Context: an optimization exercise on an open-source flow, tuned for small area, a short achievable clock period and few clock cycles per item. The choices shown serve that exercise and are no tape-out recipe. Power figures rest on the tool's default switching activity, not on a simulated workload.

## classifierTop
module classifierTop (
    input  wire                   i_clk100,
    input  wire                   i_rstN,
    input  wire cnnPkg::camBus_t  i_cam,
    input  wire                   i_start,
    input  wire                   i_cfgWr,
    input  wire [4-1:0] i_cfgAddr,
    input  wire [15:0]            i_cfgData,
    output logic                  o_busy,
    output logic                  o_done,
    output cnnPkg::score_t        o_score,
    output logic                  o_led
);
Size: roughly 2300 cells after synthesis, ~540 flip-flops, about 69 I/O pins.
export LEC_CHECK = 0
export CAP_MARGIN = 20
export CORE_MARGIN = 2
export CORE_UTILIZATION = 40
export CTS_CLUSTER_DIAMETER = 100
export CTS_CLUSTER_SIZE = 24
export SLEW_MARGIN = 20
export SYNTH_HIERARCHICAL = 1
create_clock -name core_clock -period 10.0 [get_ports {i_clk100}]
standard.sh (not shown) runs the stock make flow with config.mk's settings and CLKGATE_MAP_FILE= SYNTH_SCRIPT=/design/flow/synth_recipe.tcl, a recipe that flattens the netlist after the stock synthesis.
==> flow/flow/run.sh <==
#!/bin/bash
set -euo pipefail
bash standard.sh SETUP_SLACK_MARGIN=6.7 "BUFFER_PORTS_ARGS=-buffer_cell sky130_fd_sc_hd__buf_2" finish > standard.log 2>&1
Change:
--- a/flow/design.v
+++ b/flow/design.v
@@ -33,45 +33,35 @@
     input  wire                   i_cfgWr,
     input  wire [4-1:0] i_cfgAddr,
     input  wire [15:0]            i_cfgData,
     output logic                  o_busy,
     output logic                  o_done,
     output cnnPkg::score_t        o_score,
     output logic                  o_led
 );
     logic [7:0]  kern [9];
     logic [7:0]  fcW  [4];
     logic [15:0] bias;
-    logic [13:0] cfgSet;
     always_ff @(posedge i_clk100 or negedge i_rstN) begin
-        if (!i_rstN)
-            cfgSet <= '0;
-        else if (i_cfgWr)
-            for (int r = 0; r < 14; r++)
-                if (i_cfgAddr == 4'(r)) cfgSet[r] <= 1'b1;
-    end
-    always_ff @(posedge i_clk100) begin
-        if (i_cfgWr) begin
+        if (!i_rstN) begin
+            for (int t = 0; t < 9; t++) kern[t] <= '0;
+            for (int w = 0; w < 4; w++) fcW[w] <= '0;
+            bias <= '0;
+        end else if (i_cfgWr) begin
             for (int t = 0; t < 9; t++)
                 if (i_cfgAddr == 4'(t)) kern[t] <= i_cfgData[7:0];
             for (int w = 0; w < 4; w++)
                 if (i_cfgAddr == 4'(9 + w)) fcW[w] <= i_cfgData[7:0];
             if (i_cfgAddr == 4'd13) bias <= i_cfgData;
         end
     end
-    logic [7:0]  fcWv [4];      
-    logic [15:0] biasV;
-    always_comb begin
-        for (int w = 0; w < 4; w++) fcWv[w] = cfgSet[9 + w] ? fcW[w] : 8'd0;
-        biasV = cfgSet[13] ? bias : 16'd0;
-    end
     wire [7:0] camData = i_cam[7:0];
     wire       camVs   = i_cam[9];
     wire       camHref = i_cam[8];
     logic       busy;           
     logic       waitVs;         
     logic       inFrame;        
     logic       phase;          
     logic [6:0] sIdx;           
     logic       pA, pB;         
     logic       doneR;
     wire startAcc = !busy && i_start;
@@ -161,23 +151,23 @@
                       ((t % 3 == 0) && (oColW == 3'd0)) || ((t % 3 == 2) && (oColW == 3'd7));
     end
     always_ff @(posedge i_clk100 or negedge i_rstN) begin
         if (!i_rstN) begin
             mValid <= 1'b0;
         end else if (shiftEv) begin
             mValid <= (sIdx >= 7'd9);
         end
     end
     always_ff @(posedge i_clk100) begin
         if (shiftEv) begin
-            mUse <= ~padW & cfgSet[8:0];
+            mUse <= ~padW;
         end
     end
     wire [3:0] nib0 = lb[18][3:0];
     wire [3:0] nib1 = lb[17][3:0];
     wire [3:0] nib2 = lb[16][3:0];
     wire [3:0] nib3 = lb[10][3:0];
     wire [3:0] nib4 = lb[9][3:0];
     wire [3:0] nib5 = lb[8][3:0];
     wire [3:0] nib6 = lb[2][3:0];
     wire [3:0] nib7 = lb[1][3:0];
     wire [3:0] nib8 = lb[0][3:0];
@@ -1026,25 +1016,25 @@
     assign accNext = accSum;
     always_ff @(posedge i_clk100) begin
         if (tCV) acc[tCRight] <= accNext;
     end
     logic [2:0]  fcSt;          
     logic [1:0]  featQ;
     logic        fcLast, scInit, scFirst;
     logic        s1, s2, neg;   
     logic [21:0] fv;            
     wire  [26:0] scRow;
     logic signed [26:0] score;
-    wire  [7:0]  wQ   = fcWv[featQ];
+    wire  [7:0]  wQ   = fcW[featQ];
     wire  [1:0]  qD   = {tCBottom, tCRight};
-    wire  [7:0]  wD   = fcWv[{tCBottom, tCRight}];
+    wire  [7:0]  wD   = fcW[qD];
     function automatic logic [2:0] booth(input logic [2:0] b);
         booth[0] = b[1] ^ b[0];                                         
         booth[1] = (b[2] & !b[1] & !b[0]) | (!b[2] & b[1] & b[0]);      
         booth[2] = b[2] & !(b[1] & b[0]);                               
     endfunction
     logic [2:0] bD, bNext;
     assign bD = booth({wD[1:0], 1'b0});
     always_comb begin
         case (fcSt)
             3'd1:    bNext = booth(wQ[3:1]);
             3'd2:    bNext = booth(wQ[5:3]);
@@ -1098,23 +1088,23 @@
             featQ   <= qD;
             fcLast  <= qD == 2'd3;
             scFirst <= qD == 2'd0;
             {neg, s2, s1} <= bD;
             fv      <= {6'd0, accNext[19:4]};
         end else begin
             scFirst <= 1'b0;
             {neg, s2, s1} <= bNext;
             if (fcSt != 3'd0) fv <= {fv[19:0], 2'b00};
         end
     end
-    wire [26:0] scBase = scFirst ? 27'($signed(biasV)) : score;
+    wire [26:0] scBase = scFirst ? 27'($signed(bias)) : score;
     wire [26:0] scSum;
     wire as_g0_0, as_p0_0, as_g0_1, as_p0_1, as_g0_2, as_p0_2, as_g0_3, as_p0_3;
     wire as_g0_4, as_p0_4, as_g0_5, as_p0_5, as_g0_6, as_p0_6, as_g0_7, as_p0_7;
     wire as_g0_8, as_p0_8, as_g0_9, as_p0_9, as_g0_10, as_p0_10, as_g0_11, as_p0_11;
     wire as_g0_12, as_p0_12, as_g0_13, as_p0_13, as_g0_14, as_p0_14, as_g0_15, as_p0_15;
     wire as_g0_16, as_p0_16, as_g0_17, as_p0_17, as_g0_18, as_p0_18, as_g0_19, as_p0_19;
     wire as_g0_20, as_p0_20, as_g0_21, as_p0_21, as_g0_22, as_p0_22, as_g0_23, as_p0_23;
     wire as_g0_24, as_p0_24, as_g0_25, as_p0_25, as_g0_26, as_p0_26, as_g1_1, as_p1_1;
     wire as_g1_3, as_p1_3, as_g1_5, as_p1_5, as_g1_7, as_p1_7, as_g1_9, as_p1_9;
     wire as_g1_11, as_p1_11, as_g1_13, as_p1_13, as_g1_15, as_p1_15, as_g1_17, as_p1_17;
     wire as_g1_19, as_p1_19, as_g1_21, as_p1_21, as_g1_23, as_p1_23, as_g1_25, as_p1_25;
The new run went through all stages and came out clean; clock-buffer cell count goes up by 1; via count goes up by a few percent; routed wire length goes up by a little under a tenth; design area goes up slightly; power goes up by roughly a tenth; worst hold slack hardly moves; sequential share of layout area goes down by 3.3 points; register-to-register slack gets worse by 110 ps.
Function was not checked in any run of this note: the RTL went through the layout flow alone.

==> static timing again, ports no longer ideal <==
How much do the figures lean on ideal ports? The routed layouts below were timed once more, with nothing changed but the port constraints.
Step 1 (the two cells are an assumption about what drives the block):
set clk [get_ports {i_clk100}]
set_driving_cell -lib_cell sky130_fd_sc_hd__clkbuf_16 $clk
set_driving_cell -lib_cell sky130_fd_sc_hd__buf_2 [delete_from_list [all_inputs] $clk]
Step 2 times the ports against the registers' clock, not the clock port: input delays grow and output delays shrink by t, the midpoint of the rising clock arrivals with the driver on.
Slacks: no drivers / after step 1 / after step 2; pairs: no drivers / after step 1.
run | t (ns) | slack for setup (ns) | worst setup path after step 2 | latest minus earliest clock arrival (ns) | cell pins on the clock port's net
the first run | 0.674 | 6.734 / 6.751 / 6.100 | input to register | 0.048 / 0.048 | 1
the second run | 0.665 | 6.671 / 6.671 / 6.168 | input to register | 0.048 / 0.048 | 1
After both steps setup and hold are still met in every run listed. For the first run, which loses most, drivers alone change the setup slack by +0.017 ns; drivers and shift together by -0.634 ns.
